Source: an optimization exercise on an open RTL-to-GDS flow (aim: small area). Production flows keep margins and buffers that such runs may drop.
Function was checked by simulation only, so behaviour that the tests miss may differ from the original.
Power is estimated from default activity; no workload was simulated.

## design.v

```verilog
`default_nettype none
package pw_data_pkg;
   typedef logic [8-1:0] pixel_t;
   typedef logic [4*8-1:0] pixel_group_u;
   typedef logic [3*3*8-1:0] feature_t;
endpackage
`default_nettype wire
`default_nettype none
package pw_ctrl_pkg;
   typedef logic [3-1:0] group_idx_t;
   typedef logic [3:0] group_count_t;
   typedef logic [$clog2(4)-1:0] bank_slot_t;
   typedef logic [1:0] col_count_t;
endpackage
`default_nettype wire
`timescale 1ns/1ps
`default_nettype none
module window_loader (
   input  logic                      clk,
   input  logic                      rst_n,
   input  logic                      frame_start,
   input  pw_ctrl_pkg::group_count_t num_groups,
   input  logic                      col_valid,
   input  logic                      rd_en,
   output logic                      load,
   output logic                      col_last,
   output logic                      rd_fire,
   output logic                      window_ready
);
   localparam pw_ctrl_pkg::col_count_t full_cols = pw_ctrl_pkg::col_count_t'(3);
   pw_ctrl_pkg::group_idx_t group_cnt;
   pw_ctrl_pkg::col_count_t loaded_cnt;
   assign col_last = col_valid &&
                     (pw_ctrl_pkg::group_count_t'(group_cnt) == num_groups - pw_ctrl_pkg::group_count_t'(1));
   assign load = col_valid && !frame_start;
   always_ff @(posedge clk or negedge rst_n) begin
      if (!rst_n) begin
         group_cnt  <= '0;
         loaded_cnt <= '0;
      end else if (frame_start) begin
         group_cnt  <= '0;
         loaded_cnt <= '0;
      end else if (col_valid) begin
         if (col_last) begin
            group_cnt <= '0;
            if (loaded_cnt != full_cols) begin
               loaded_cnt <= loaded_cnt + pw_ctrl_pkg::col_count_t'(1);
            end
         end else begin
            group_cnt <= group_cnt + pw_ctrl_pkg::group_idx_t'(1);
         end
      end
   end
   always_ff @(posedge clk or negedge rst_n) begin
      if (!rst_n) begin
         window_ready <= 1'b0;
      end else if (frame_start) begin
         window_ready <= 1'b0;
      end else if (col_last && loaded_cnt == full_cols - pw_ctrl_pkg::col_count_t'(1)) begin
         window_ready <= 1'b1;
      end
   end
   assign rd_fire  = rd_en && window_ready;
endmodule
`default_nettype wire
`timescale 1ns/1ps
`default_nettype none
module column_bank (
   input  logic                                                       clk,
   input  logic [8-1:0]                                  wr_en,
   input  logic [8-1:0][3*4*8-1:0] wr_data,
   output logic [8-1:0][3*4*8-1:0] col_data
);
   for (genvar g = 0; g < 8; g++) begin : g_word
      always_ff @(posedge clk) begin
         if (wr_en[g]) begin
            col_data[g] <= wr_data[g];
         end
      end
   end
endmodule
`default_nettype wire
`timescale 1ns/1ps
`default_nettype none
module column_bank_array (
   input  logic                                              clk,
   input  logic                                              rst_n,
   input  logic                                              load,
   input  logic                                              col_last,
   input  pw_data_pkg::pixel_group_u                         data0,
   input  pw_data_pkg::pixel_group_u                         data1,
   input  pw_data_pkg::pixel_group_u                         data2,
   output logic [3-1:0][8-1:0][3*4*8-1:0] win_data
);
   localparam int W = 3*4*8;
   localparam int G = 8;
   logic [W-1:0]         in_word1, in_word2;
   logic                 in_valid1, in_valid2;
   logic                 in_last1, in_last2;
   logic                 in_hold2, in_keep2;
   logic [G-1:1][W-1:0]  fill_data;
   logic [G-1:0][W-1:0]  next_col;
   always_ff @(posedge clk) begin
      in_word1 <= {data2, data1, data0};
      in_word2 <= in_word1;
   end
   always_ff @(posedge clk or negedge rst_n) begin
      if (!rst_n) begin
         in_valid1 <= 1'b0;
         in_last1  <= 1'b0;
         in_valid2 <= 1'b0;
         in_last2  <= 1'b0;
         in_hold2  <= 1'b1;
         in_keep2  <= 1'b1;
      end else begin
         in_valid1 <= load;
         in_last1  <= load && col_last;
         in_valid2 <= in_valid1;
         in_last2  <= in_last1;
         in_hold2  <= !in_valid1;
         in_keep2  <= !in_last1;
      end
   end
   assign next_col = {~in_word2, fill_data};
   always_ff @(posedge clk) begin
      fill_data <= (next_col[G-1:1] & {((G-1)*W){in_valid2}}) |
                   (fill_data       & {((G-1)*W){in_hold2}});
   end
   always_ff @(posedge clk) begin
      win_data[2] <= (next_col    & {(G*W){in_last2}}) | (win_data[2] & {(G*W){in_keep2}});
      win_data[1] <= (win_data[2] & {(G*W){in_last2}}) | (win_data[1] & {(G*W){in_keep2}});
      win_data[0] <= (win_data[1] & {(G*W){in_last2}}) | (win_data[0] & {(G*W){in_keep2}});
   end
endmodule
`default_nettype wire
`timescale 1ns/1ps
`default_nettype none
module window_assembler (
   input  logic                                              clk,
   input  logic                                              rst_n,
   input  logic                                              frame_start,
   input  logic                                              rd_fire,
   input  pw_ctrl_pkg::group_count_t                         num_groups,
   input  pw_ctrl_pkg::group_idx_t                           rd_group,
   input  logic [3-1:0][8-1:0][3*4*8-1:0] win_data,
   output logic                                              out_valid,
   output pw_data_pkg::feature_t                             feature1,
   output pw_data_pkg::feature_t                             feature2,
   output pw_data_pkg::feature_t                             feature3,
   output pw_data_pkg::feature_t                             feature4
);
   logic                    fire_d;
   pw_ctrl_pkg::group_idx_t grp_d;
   logic [8-1:0] sel_q;    
   pw_data_pkg::feature_t   feat [4];
   always_ff @(posedge clk or negedge rst_n) begin
      if (!rst_n) begin
         fire_d    <= 1'b0;
         out_valid <= 1'b0;
      end else if (frame_start) begin
         fire_d    <= 1'b0;
         out_valid <= 1'b0;
      end else begin
         fire_d    <= rd_fire;
         out_valid <= fire_d;
      end
   end
   always_ff @(posedge clk) begin
      grp_d <= rd_group - pw_ctrl_pkg::group_idx_t'(num_groups);
      for (int g = 0; g < 8; g++) begin
         sel_q[g] <= (grp_d != pw_ctrl_pkg::group_idx_t'(g));
      end
   end
   for (genvar c = 0; c < 3; c++) begin : g_col
      logic [3*4*8-1:0] word;
      always_comb begin
         word = '1;
         for (int g = 0; g < 8; g++) begin
            word = word & (win_data[c][g] | {(3*4*8){sel_q[g]}});
         end
         word = ~word;
      end
      for (genvar r = 0; r < 3; r++) begin : g_row
         for (genvar k = 0; k < 4; k++) begin : g_lane
            assign feat[k][(r*3 + c)*8 +: 8] =
                   word[(r*4 + k)*8 +: 8];
         end
      end
   end
   assign feature1 = feat[0];
   assign feature2 = feat[1];
   assign feature3 = feat[2];
   assign feature4 = feat[3];
endmodule
`default_nettype wire
`timescale 1ns/1ps
`default_nettype none
module pixel_window (
   input  logic                      clk,
   input  logic                      rst_n,
   input  logic                      frame_start,
   input  pw_ctrl_pkg::group_count_t num_groups,
   input  logic                      col_valid,
   input  pw_data_pkg::pixel_group_u data0,
   input  pw_data_pkg::pixel_group_u data1,
   input  pw_data_pkg::pixel_group_u data2,
   input  logic                      rd_en,
   input  pw_ctrl_pkg::group_idx_t   rd_group,
   output logic                      window_ready,
   output logic                      out_valid,
   output pw_data_pkg::feature_t     feature1,
   output pw_data_pkg::feature_t     feature2,
   output pw_data_pkg::feature_t     feature3,
   output pw_data_pkg::feature_t     feature4
);
   logic                    load;
   logic                    col_last;
   logic                    rd_fire;
   logic [3-1:0][8-1:0][3*4*8-1:0] win_data;
   window_loader u_loader (
      .clk          (clk),
      .rst_n        (rst_n),
      .frame_start  (frame_start),
      .num_groups   (num_groups),
      .col_valid    (col_valid),
      .rd_en        (rd_en),
      .load         (load),
      .col_last     (col_last),
      .rd_fire      (rd_fire),
      .window_ready (window_ready)
   );
   column_bank_array u_banks (
      .clk      (clk),
      .rst_n    (rst_n),
      .load     (load),
      .col_last (col_last),
      .data0    (data0),
      .data1    (data1),
      .data2    (data2),
      .win_data (win_data)
   );
   window_assembler u_assembler (
      .clk         (clk),
      .rst_n       (rst_n),
      .frame_start (frame_start),
      .rd_fire     (rd_fire),
      .num_groups  (num_groups),
      .rd_group    (rd_group),
      .win_data    (win_data),
      .out_valid   (out_valid),
      .feature1    (feature1),
      .feature2    (feature2),
      .feature3    (feature3),
      .feature4    (feature4)
   );
endmodule
`default_nettype wire
```

## flow/run.sh

```bash
#!/bin/bash
# Standard ORFS layout with three changes:
#  - port buffers use the smallest plain buffer (repair_design still resizes them as needed)
#  - CTS without dummy loads, with larger sink clusters on clkbuf_16
# Full make output goes to standard.log in the work folder; ORFS step logs stay under orfs/logs.
set -euo pipefail
cd "$(dirname "$0")/.."
bash standard.sh \
  "BUFFER_PORTS_ARGS=-buffer_cell sky130_fd_sc_hd__buf_1" \
  "CTS_ARGS=-sink_clustering_enable -repair_clock_nets -dont_use_dummy_load -buf_list sky130_fd_sc_hd__clkbuf_16 -sink_clustering_size 30 -sink_clustering_max_diameter 80" \
  finish > standard.log 2>&1
```

## standard.sh

```bash
#!/bin/bash
# synth_recipe.tcl (not shown) runs the flow's synth.tcl, then flattens the netlist and writes it again
# the make line also repeats each setting of config.mk as NAME=value (left out here)
make -C /OpenROAD-flow-scripts/flow DESIGN_CONFIG=/design/flow/config.mk WORK_HOME=/design/flow/orfs CLKGATE_MAP_FILE= SYNTH_SCRIPT=/design/flow/synth_recipe.tcl "${@:-finish}"
```

## config.mk

```make
export PLATFORM = sky130hd
export DESIGN_NAME = pixel_window
export DESIGN_NICKNAME = pixel_window
export VERILOG_FILES = /design/flow/design.v
export SDC_FILE = /design/flow/constraint.sdc
export NUM_CORES = 4
export LEC_CHECK = 0
export CAP_MARGIN = 20
export CORE_MARGIN = 2
export CORE_UTILIZATION = 40
export SLEW_MARGIN = 20
```

## constraint.sdc

```tcl
create_clock -name core_clock -period 5.0 [get_ports {clk}]
set_input_delay 1.0000 -clock core_clock [delete_from_list [all_inputs] [get_ports {clk}]]
set_output_delay 1.0000 -clock core_clock [all_outputs]
set_load 0.01 [all_outputs]
```

==> flow_summary_export.csv, run 1 <==
group,metric,value,unit
die,placementRows,187,
sta,finalHoldViolations,0,
clock_network,cts_buffers,146,
clock_network,holdBufCountCts,0,
worst_setup_path,r2r-end,"u_banks.win_data[241]",
pwr,power_frac_seq,0.599,
worst_setup_path,cp_slowest_cell,"dfxtp_4",
sta,tns,0,ps
synthesis,syn-num-nets,8890,
die,fp.coreArea,259000,sq um
sta,final-setup-viol-count,0,
clock_network,cts_tree,"done",
clock_network,clockBufferDepth,3,
worst_setup_path,worst_setup_path_end_kind,"primary output",
sta,period_share,0.855,
clock_network,htree_num_levels,4,
synthesis,syn_area,104000,sq um
sta,fin_ws,724,ps
worst_setup_path,reg2reg_slack,2130,ps
worst_setup_path,crit_chain,"buf_4, o22ai_1, or4_1, buf_1",
worst_setup_path,criticalPathCategory,"reg2out",
routing,via_count,74893,
global_route,globalRouteOverflowTotal,0,
global_route,grt_max_degree,248,
worst_setup_path,required,4000,ps
placed_design,place_area,108000,sq um
synthesis,yosys-top-cells-area,"dfxtp_1 61%, a22o_1 23%, o22ai_1 6.9%",
pwr,ir_drop,0.000397,V
worst_hold_path,hp-class,"in2async",
routing,wl,284,mm
run,maxCapViolations,0,
global_route,grt_usage,0.203,
cells_and_area,drive_gt1_frac,0.0377,
sta,clock.fmax,234,MHz
sta,skew,118,ps
outcome,status,"timing/DRC/antenna clean",
cells_and_area,final_cell_mix,"3171 x dfxtp_1, 2784 x a22o_1, 1152 x o22ai_1, 397 x buf_1, 288 x or4_1",
pwr,power.density,448,nW/um^2
sta,rsz0062_at_grt,"no",
worst_setup_path,critPathMaxStageDelay,1070,ps
pwr,power_frac_clock,0.260,
die,start_util,0.402,
placed_design,gp_congestion,0.805,
global_route,grt_pass1_vias,70706,
routing,drt_first_pass_iters,6,
cells_and_area,syn_to_final_growth,6.58,%
die,io_pins,398,
die,fp.dieW,515,um
die,dieArea,265000,sq um
worst_setup_path,crit_arrival,3280,ps
routing,drtIter0Drc,7527,
routing,ant_nets,0,
synthesis,synth_top_cell_by_area,"dfxtp_1",
cells_and_area,finalNetCount,8673,
sta,final_max_slew_viol_count,0,
synthesis,ys_ff_latch,3193,
pwr,total_power,49.9,mW
worst_setup_path,cp-startpoint,"u_assembler.sel_q[3]",
worst_setup_path,crit_end,"feature4[13]",
synthesis,synth-edff-count,0,
synthesis,synth_cell_type_count,35,
synthesis,syn_avg_cell_area,11.9,sq um
worst_setup_path,reg2regPathDepth,3,
placed_design,port_buffers,397,
synthesis,yosysSeqAreaShare,0.613,
placed_design,place_ws,1520,ps
routing,avgViaCountPerCell,6.26,
pwr,power.switching,13.8,mW
cells_and_area,final_common_cell,"dfxtp_1",
synthesis,syn-instance-count,8776,
clock_network,cts_resized,0,
clock_network,postCtsSetupBuffers,0,
sta,tightest_slew,1270,ps
clock_network,clk_pin_slew,100,ps
sta,period_minus_slack,4280,ps
sta,slew_headroom,0.151,
pwr,p_comb_frac,0.141,
pwr,sw_frac_of_total,0.276,
routing,post_drt_wl_per_cell,23.7,um
worst_setup_path,r2r-start,"u_banks.in_last2",
placed_design,place_hpwl,166,mm
worst_setup_path,worstSetupStartpointType,"register",
synthesis,yosysWarnings,4,
clock_network,clock_sinks,3193,
worst_setup_path,worstPathMaxFanout,40,
routing,drc,0,
clock_network,clk_latency,810,ps
global_route,antenna_found_initial,13,
clock_network,root_buffer,"clkbuf_16",
synthesis,async_flop_share,0.00438,
global_route,grt_pass1_wl,437,mm
die,dieHeight,515,um
cells_and_area,finalInstanceArea,111000,sq um
sta,holdWs,224,ps
pwr,internal_power,36.1,mW
synthesis,synth_ff_type,"dfxtp_1",
pwr,p_leak,43.0,nW
synthesis,yosys.area.top_type_share,0.610,
## cell type report
class	count	area, sq um
Clock buffer	146	3650
Tap cell	3402	4260
Timing Repair Buffer	553	3440
Fill cell	23987	148000
Antenna cell	6	15.0
Multi-Input combinational cell	4652	35800
Sequential cell	3193	64000
Inverter	13	58.8
## layer usage
layer | global-route usage | share of wire | routed length, um | vias to the layer above
li1 | - | - | - | 34117
met5 | 0 | 0.00023 | 64 | -
met2 | 0.309 | 0.44 | 126000 | 2320
met4 | 0.0526 | 0.022 | 6260 | 12
met3 | 0.0288 | 0.056 | 15900 | 325
met1 | 0.300 | 0.48 | 136000 | 38119
## how the worst min path moves through the flow
stage | endpoint | slack (ps) | cells after the start
3_3_place_gp | u_banks.in_word2[32] | 310 | 0
2_1_floorplan | u_banks.in_word2[0] | 310 | 0
5_1_grt | u_banks.in_word1[40] | 180 | 1
6_report | u_assembler.out_valid | 220 | 1
4_1_cts | u_banks.in_word1[40] | 150 | 1
3_5_place_dp | u_banks.in_word2[74] | 310 | 0
## stage by stage
step                 util  cells
global route        0.429  11962
floorplan               -   8776
finish              0.429  11965
detailed placement  0.415  11813
global placement    0.415  11813
CTS                 0.429  11959
## state kept, by name, summed over array words and instances (netlist names)
name / count
u_banks.win_data: 2304
u_banks.fill_data: 672
u_banks.in_word1: 96
u_banks.in_word2: 96
u_assembler.sel_q: 8
u_assembler.grp_d: 3
u_loader.group_cnt: 3
u_loader.loaded_cnt: 2
u_assembler.fire_d: 1
u_assembler.out_valid: 1
u_banks.in_hold2: 1
u_banks.in_keep2: 1
u_banks.in_last1: 1
u_banks.in_last2: 1
u_banks.in_valid1: 1
u_banks.in_valid2: 1
u_loader.window_ready: 1
## cell families (layout without fill, tap and decap cells)
family,after synthesis,after routing,share of synthesized area
buffers and inverters,931,712,0.0441
flip-flops,3193,3193,0.613
AO/OA/AOI/OAI,4133,4133,0.312
adder cells (fa/ha/maj),6,6,0.000791
XOR/XNOR,6,6,0.000635
multiplexers,2,2,0.000216
AND/OR/NAND/NOR,505,505,0.0291
other,0,6,0
## worst max-delay path, delay by kind of cell, from the launching register on
kind,cells,cell delay (ps)
compound gates,1,140
buf+inv,2,640
simple gates,1,560
flops,1,1070
## synthesized netlist by cell type, types with 12 or more instances
library cell / instances
buf_6: 35
or4_1: 288
dfxtp_1: 3179
buf_1: 27
o22ai_1: 1152
inv_1: 13
buf_2: 547
clkbuf_1: 267
a22o_1: 2784
buf_4: 42
dfrtp_1: 12
o21ai_0: 193
nand2_1: 193
## power groups by stage
stage	registers, mW	logic [mW]	clock network (mW)
finish	29.9	7.04	13.0
CTS	29.9	7.11	13.3
floorplan	29.6	4.69	0
global route	30.2	7.63	14.2
detailed placement	30.4	7.07	0
global placement	30.4	7.00	0
==> run 2, diff against run 1 <==
--- a/config.mk
+++ b/config.mk
@@ -9,3 +9,4 @@
 export CORE_MARGIN = 2
-export CORE_UTILIZATION = 40
+export CORE_UTILIZATION = 60
+export PLACE_DENSITY = 0.75
 export SLEW_MARGIN = 20
==> flow_summary_export.csv, run 2 <==
group,metric,value,unit
worst_setup_path,r2r-start,"u_banks.in_valid2",
placed_design,gp_congestion,0.817,
global_route,grt_max_degree,250,
sta,tightest_slew,1190,ps
global_route,grt_pass1_vias,70696,
worst_setup_path,crit_family,"flip-flops",
synthesis,yosys-top-cells-area,"dfxtp_1 61%, a22o_1 23%, o22ai_1 6.9%",
cells_and_area,syn_to_final_growth,4.49,%
clock_network,postCtsSetupBuffers,0,
routing,drt_first_pass_iters,6,
worst_setup_path,reg2reg_slack,2290,ps
worst_setup_path,crit_buf_inv,2,
clock_network,clockBufferDepth,3,
routing,wl,263,mm
cells_and_area,regMostFlops,"u_banks.win_data",
worst_setup_path,worstSetupStartpointType,"register",
synthesis,synth_ff_type,"dfxtp_1",
synthesis,yosysSeqAreaShare,0.613,
clock_network,root_buffer,"clkbuf_16",
die,placementRows,153,
placed_design,place_hpwl,150,mm
synthesis,ys_ff_latch,3193,
worst_setup_path,crit_arrival,3370,ps
cells_and_area,drive_gt1_frac,0.0300,
routing,drtIter0Drc,8428,
worst_setup_path,cp_slowest_cell,"dfxtp_4",
cells_and_area,largest_register_ffs,2304,
worst_hold_path,hp-class,"in2async",
cells_and_area,multi_input_area,35800,sq um
sta,period_minus_slack,4370,ps
clock_network,cts_tree,"done",
worst_setup_path,worst_setup_path_end_kind,"primary output",
global_route,antenna_found_initial,7,
synthesis,yosysMostFrequentCell,"dfxtp_1",
cells_and_area,fillers,13643,
pwr,p_leak,42.6,nW
worst_setup_path,critPathMaxStageDelay,1010,ps
pwr,power.switching,13.3,mW
pwr,ir_drop,0.000338,V
placed_design,port_buffers,397,
worst_setup_path,reg2regPathDepth,3,
pwr,sw_frac_of_total,0.271,
pwr,power.density,449,nW/um^2
synthesis,async_flop_share,0.00438,
run,maxCapViolations,0,
clock_network,cts_buffers,134,
global_route,grt_pass1_wl,412,mm
global_route,globalRouteOverflowTotal,0,
pwr,power_frac_clock,0.251,
sta,period_share,0.875,
cells_and_area,final_common_cell,"dfxtp_1",
sta,tns,0,ps
routing,avgViaCountPerCell,6.97,
cells_and_area,final_cell_mix,"3171 x dfxtp_1, 2784 x a22o_1, 1152 x o22ai_1, 397 x buf_1, 288 x or4_1",
pwr,power_frac_seq,0.610,
routing,post_drt_wl_per_cell,24.3,um
sta,final_max_slew_viol_count,0,
sta,rsz0062_at_grt,"no",
synthesis,synth_cell_type_count,35,
die,dieHeight,421,um
synthesis,syn_area,104000,sq um
routing,drc,0,
worst_setup_path,worstPathMaxFanout,54,
worst_setup_path,criticalPathCategory,"reg2out",
clock_network,clock_sinks,3193,
routing,via_count,75447,
die,start_util,0.602,
synthesis,synth_common_cells,"3179 x dfxtp_1, 2784 x a22o_1, 1152 x o22ai_1, 547 x buf_2, 288 x or4_1",
worst_setup_path,required,4000,ps
pwr,p_comb_frac,0.139,
synthesis,syn-instance-count,8776,
worst_setup_path,crit_chain,"buf_4, o22ai_1, or4_1, buf_1",
outcome,status,"timing/DRC/antenna clean",
sta,final-setup-viol-count,0,
clock_network,holdBufCountCts,0,
sta,slew_headroom,0.207,
die,dieArea,177000,sq um
pwr,internal_power,35.7,mW
sta,skew,67.7,ps
synthesis,synth-edff-count,0,
synthesis,synth_top_cell_by_area,"dfxtp_1",
die,io_pins,398,
synthesis,yosysWarnings,4,
die,fp.coreArea,173000,sq um
synthesis,syn-num-nets,8890,
clock_network,htree_num_levels,4,
sta,clock.fmax,229,MHz
synthesis,yosys.area.top_type_share,0.610,
cells_and_area,ff_latch_area,64000,sq um
global_route,grt_usage,0.281,
sta,finalHoldViolations,0,
clock_network,clk_latency,850,ps
clock_network,clk_pin_slew,110,ps
worst_setup_path,r2r-end,"u_banks.fill_data[128]",
cells_and_area,finalNetCount,8605,
routing,ant_nets,0,
clock_network,cts_resized,0,
synthesis,syn_avg_cell_area,11.9,sq um
sta,holdWs,188,ps
cells_and_area,reg_top3,"u_banks.win_data x2304, u_banks.fill_data x672",
die,fp.dieW,421,um
[run 2: power by group through the flow]
stage               sequential (mW)  clock [mW]  combinational [mW]
floorplan                      29.6           0                4.69
finish                         29.9        12.3                6.82
detailed placement             30.4           0                6.79
global placement               30.3           0                6.67
global route                   30.1        13.3                7.33
CTS                            29.8        12.5                6.83
[run 2: worst reg2reg max path: cells and delay by family, from the launching register on]
family / cells / cell delay, ps
DFF: 1 / 940
AOI/OAI and AO/OA: 1 / 330
buffers and inverters: 2 / 1410
[run 2: logic make-up (layout without fill, tap and decap cells)]
kind of cell,count (synthesis),count (layout),share of synthesized area
AO/OA/AOI/OAI,4133,4133,0.312
flip-flops,3193,3193,0.613
buffers and inverters,931,644,0.0441
AND/OR/NAND/NOR,505,505,0.0291
adder cells (fa/ha/maj),6,6,0.000791
XOR/XNOR,6,6,0.000635
multiplexers,2,2,0.000216
other,0,3,0
[run 2: area by class of cell]
cell class,instances,area share
inverter,13,0.000539
timing repair buffer,497,0.0267
tap,2325,0.0267
multi-input combinational,4652,0.328
sequential,3193,0.587
antenna,3,0.0000688
clock buffer,134,0.0307
[run 2: how the worst max path moves through the flow]
| stage | startpoint | end | slack [ps] | cells past startpoint |
|---|---|---|---|---|
| final | u_assembler.sel_q[6] | feature2[2] | 630 | 4 |
| after global routing | u_assembler.sel_q[6] | feature2[2] | 560 | 4 |
| after CTS | u_assembler.sel_q[6] | feature2[2] | 590 | 4 |
| after detailed placement | u_assembler.sel_q[6] | feature2[2] | 1500 | 4 |
| after global placement | u_assembler.sel_q[6] | feature2[2] | 1530 | 4 |
| after floorplan | u_assembler.sel_q[1] | feature3[29] | 2650 | 5 |
[run 2: metal layers]
metal / GRT usage / wire length (um) / vias to the layer above / part of all wire
met2: 0.434 / 120000 / 2887 / 0.46
met1: 0.403 / 117000 / 38157 / 0.45
met4: 0.110 / 9830 / 4 / 0.037
met3: 0.0352 / 15900 / 446 / 0.061
met5: 0 / 27 / - / 0.00010
li1: - / - / 33953 / -
[run 2: stage by stage]
stage	instances	power [mW]	utilization	setup slack, ps	cell area, sq um
after global placement	10680	37.0	0.610	1530	106000
after detailed placement	10680	37.1	0.610	1500	106000
after floorplan	8776	34.3	-	2650	104000
after global routing	10816	50.8	0.629	563	109000
after CTS	10814	49.1	0.629	592	109000
final	10817	48.9	0.629	627	109000
==> run 3, diff against run 2 <==
==> flow/run.sh (replaced) <==
#!/bin/bash
# Standard ORFS layout with two changes:
#  - port buffers use the smallest plain buffer (repair_design still resizes them as needed)
#  - CTS without dummy loads; sink clusters of up to 20 flip-flops on clkbuf_8,
#    the tree above them on clkbuf_16
# Full make output goes to standard.log in the work folder; ORFS step logs stay under orfs/logs.
set -euo pipefail
cd "$(dirname "$0")/.."
bash standard.sh \
  "BUFFER_PORTS_ARGS=-buffer_cell sky130_fd_sc_hd__buf_1" \
  "CTS_ARGS=-sink_clustering_enable -repair_clock_nets -dont_use_dummy_load -buf_list sky130_fd_sc_hd__clkbuf_16 -sink_clustering_buffer sky130_fd_sc_hd__clkbuf_8 -sink_clustering_size 20 -sink_clustering_max_diameter 50" \
  finish > standard.log 2>&1
==> flow_summary_export.csv, run 3 <==
group,metric,value,unit
pwr,power_frac_seq,0.618,
pwr,power.switching,13.3,mW
cells_and_area,multi_input_area,35800,sq um
placed_design,dp.cells,10680,
routing,drc,0,
routing,post_drt_wl_per_cell,24.2,um
pwr,internal_power,35.0,mW
cells_and_area,final_common_cell,"dfxtp_1",
clock_network,cts_buffers,212,
synthesis,yosysMostFrequentCell,"dfxtp_1",
synthesis,synth_common_cells,"3179 x dfxtp_1, 2784 x a22o_1, 1152 x o22ai_1, 547 x buf_2, 288 x or4_1",
pwr,ir_drop,0.000321,V
clock_network,clk_latency,840,ps
pwr,power_frac_clock,0.240,
routing,via_count,75624,
sta,tightest_slew,1160,ps
sta,period_share,0.876,
sta,rsz0062_at_grt,"no",
routing,drt_first_pass_iters,6,
cells_and_area,largest_register_ffs,2304,
clock_network,clockBufferDepth,3,
global_route,grt_usage,0.282,
clock_network,cts_resized,0,
synthesis,async_flop_share,0.00438,
worst_hold_path,hp-class,"in2async",
placed_design,gp_congestion,0.817,
die,placementRows,153,
synthesis,syn-num-nets,8890,
synthesis,syn_avg_cell_area,11.9,sq um
synthesis,yosys.area.top_type_share,0.610,
outcome,status,"timing/DRC/antenna clean",
worst_setup_path,worst_setup_path_end_kind,"primary output",
worst_setup_path,criticalPathCategory,"reg2out",
global_route,grt_pass1_wl,414,mm
placed_design,place_hpwl,150,mm
pwr,p_leak,42.5,nW
synthesis,synth_top_cell_by_area,"dfxtp_1",
sta,slew_headroom,0.225,
cells_and_area,finalInstanceArea,109000,sq um
cells_and_area,final_cell_mix,"3171 x dfxtp_1, 2784 x a22o_1, 1152 x o22ai_1, 397 x buf_1, 288 x or4_1",
die,start_util,0.602,
synthesis,synth_ff_type,"dfxtp_1",
die,fp.coreArea,173000,sq um
routing,ant_nets,0,
clock_network,clock_sinks,3193,
synthesis,ys_ff_latch,3193,
synthesis,syn-instance-count,8776,
pwr,p_comb_frac,0.141,
routing,wl,264,mm
global_route,antenna_found_initial,8,
die,io_pins,398,
die,dieArea,177000,sq um
clock_network,clk_pin_slew,110,ps
synthesis,yosysWarnings,4,
clock_network,postCtsSetupBuffers,0,
routing,avgViaCountPerCell,6.94,
cells_and_area,finalNetCount,8683,
cells_and_area,stdcell_count,10895,
sta,clock.fmax,228,MHz
cells_and_area,fillers,13683,
sta,tns,0,ps
synthesis,syn_area,104000,sq um
pwr,sw_frac_of_total,0.276,
cells_and_area,reg_top3,"u_banks.win_data x2304, u_banks.fill_data x672",
placed_design,port_buffers,397,
worst_setup_path,worstSetupStartpointType,"register",
placed_design,place_area,106000,sq um
die,fp.dieW,421,um
sta,skew,72.8,ps
worst_setup_path,worstPathMaxFanout,45,
worst_setup_path,crit_arrival,3380,ps
synthesis,yosys-top-cells-area,"dfxtp_1 61%, a22o_1 23%, o22ai_1 6.9%",
synthesis,yosysSeqAreaShare,0.613,
cells_and_area,regMostFlops,"u_banks.win_data",
clock_network,root_buffer,"clkbuf_16",
clock_network,holdBufCountCts,0,
run,maxCapViolations,0,
die,dieHeight,421,um
routing,drtIter0Drc,8105,
cells_and_area,drive_gt1_frac,0.0389,
sta,finalHoldViolations,0,
sta,period_minus_slack,4380,ps
worst_setup_path,required,4000,ps
synthesis,synth-edff-count,0,
synthesis,synth_cell_type_count,35,
global_route,globalRouteOverflowTotal,0,
cells_and_area,ff_latch_area,64000,sq um
global_route,grt_max_degree,250,
cells_and_area,syn_to_final_growth,4.26,%
pwr,power.density,444,nW/um^2
global_route,grt_pass1_vias,71300,
clock_network,htree_num_levels,4,
clock_network,cts_tree,"done",
sta,final_max_slew_viol_count,0,
sta,final-setup-viol-count,0,
-- run 3: stage by stage --
step	power, mW	utilization	hold slack (ps)	worst slack, ps
CTS	48.5	0.628	182	587
detailed placement	37.1	0.610	312	1500
finish	48.3	0.628	216	619
global placement	37.0	0.610	311	1530
floorplan	34.3	-	310	2650
global route	50.2	0.628	208	555
-- run 3: cell families after synthesis --
logic type / after synthesis / share of synthesized area
AO/OA/AOI/OAI: 4133 / 0.312
multiplexers: 2 / 0.000216
buffers and inverters: 931 / 0.0441
AND/OR/NAND/NOR: 505 / 0.0291
XOR/XNOR: 6 / 0.000635
adder cells (fa/ha/maj): 6 / 0.000791
flip-flops: 3193 / 0.613
-- run 3: layout make-up --
| class | instances | area share |
|---|---|---|
| Antenna cell | 3 | 0.0000690 |
| Clock buffer | 212 | 0.0286 |
| Inverter | 13 | 0.000540 |
| Multi-Input combinational cell | 4652 | 0.329 |
| Sequential cell | 3193 | 0.588 |
| Tap cell | 2325 | 0.0267 |
| Timing Repair Buffer | 497 | 0.0268 |
-- run 3: layer usage --
layer | track usage | vias up | wire [um]
met5 | 0 | - | 27
met4 | 0.109 | 4 | 9450
met3 | 0.0410 | 483 | 17000
met2 | 0.435 | 2968 | 120000
met1 | 0.402 | 38089 | 117000
li1 | - | 34080 | -
-- run 3: power by group through the flow --
stage	combinational, mW	sequential [mW]	clock, mW
after floorplan	4.69	29.6	0
after global placement	6.67	30.3	0
after detailed placement	6.79	30.4	0
after CTS	6.82	29.8	11.9
after global routing	7.33	30.1	12.8
final	6.82	29.9	11.6
-- run 3: final timing paths --
check	from	endpoint	slack (ps)	cells past startpoint
setup / recovery	u_assembler.sel_q[2]	feature2[10]	620	4
max in group asynchronous	rst_n	u_banks.in_valid2	4190	1
setup reg to reg	u_banks.in_valid2	u_banks.fill_data[37]	2300	3
hold reg to reg	u_banks.in_word1[51]	u_banks.in_word2[51]	280	0
hold / removal	rst_n	u_assembler.fire_d	220	1
min in group core_clock	data0[2]	u_banks.in_word1[2]	250	1
-- run 3: worst max-delay path, stage by stage, from the launching register on --
cell and delay (ps):
dfxtp_4 690, buf_4 640, o22ai_1 200, or4_1 710, buf_1 200

what the ideal ports hide:
No port has a modelled driver above. Below, the same layouts with a new extraction and two added sets of constraints. Step 1 sets driving cells, clkbuf_16 on the clock port and buf_2 on the other inputs (assumed; they add their load-dependent delay and slew). Step 2 moves the port delays by t, midway between the first and last clock arrival at a register: inputs arrive t later, outputs are due t later. That takes back most of the time a late clock gives input paths. Three values: no drivers, after step 1, after step 2; two values: the first two.
run | t (ns) | setup slack, ns | cell pins on the clock port's net
run 1 | 0.865 | 0.724 / 0.630 / 1.495 | 1
run 2 | 0.889 | 0.627 / 0.536 / 1.425 | 1
run 3 | 0.878 | 0.619 / 0.529 / 1.407 | 1
After both steps every run listed still meets setup and hold.
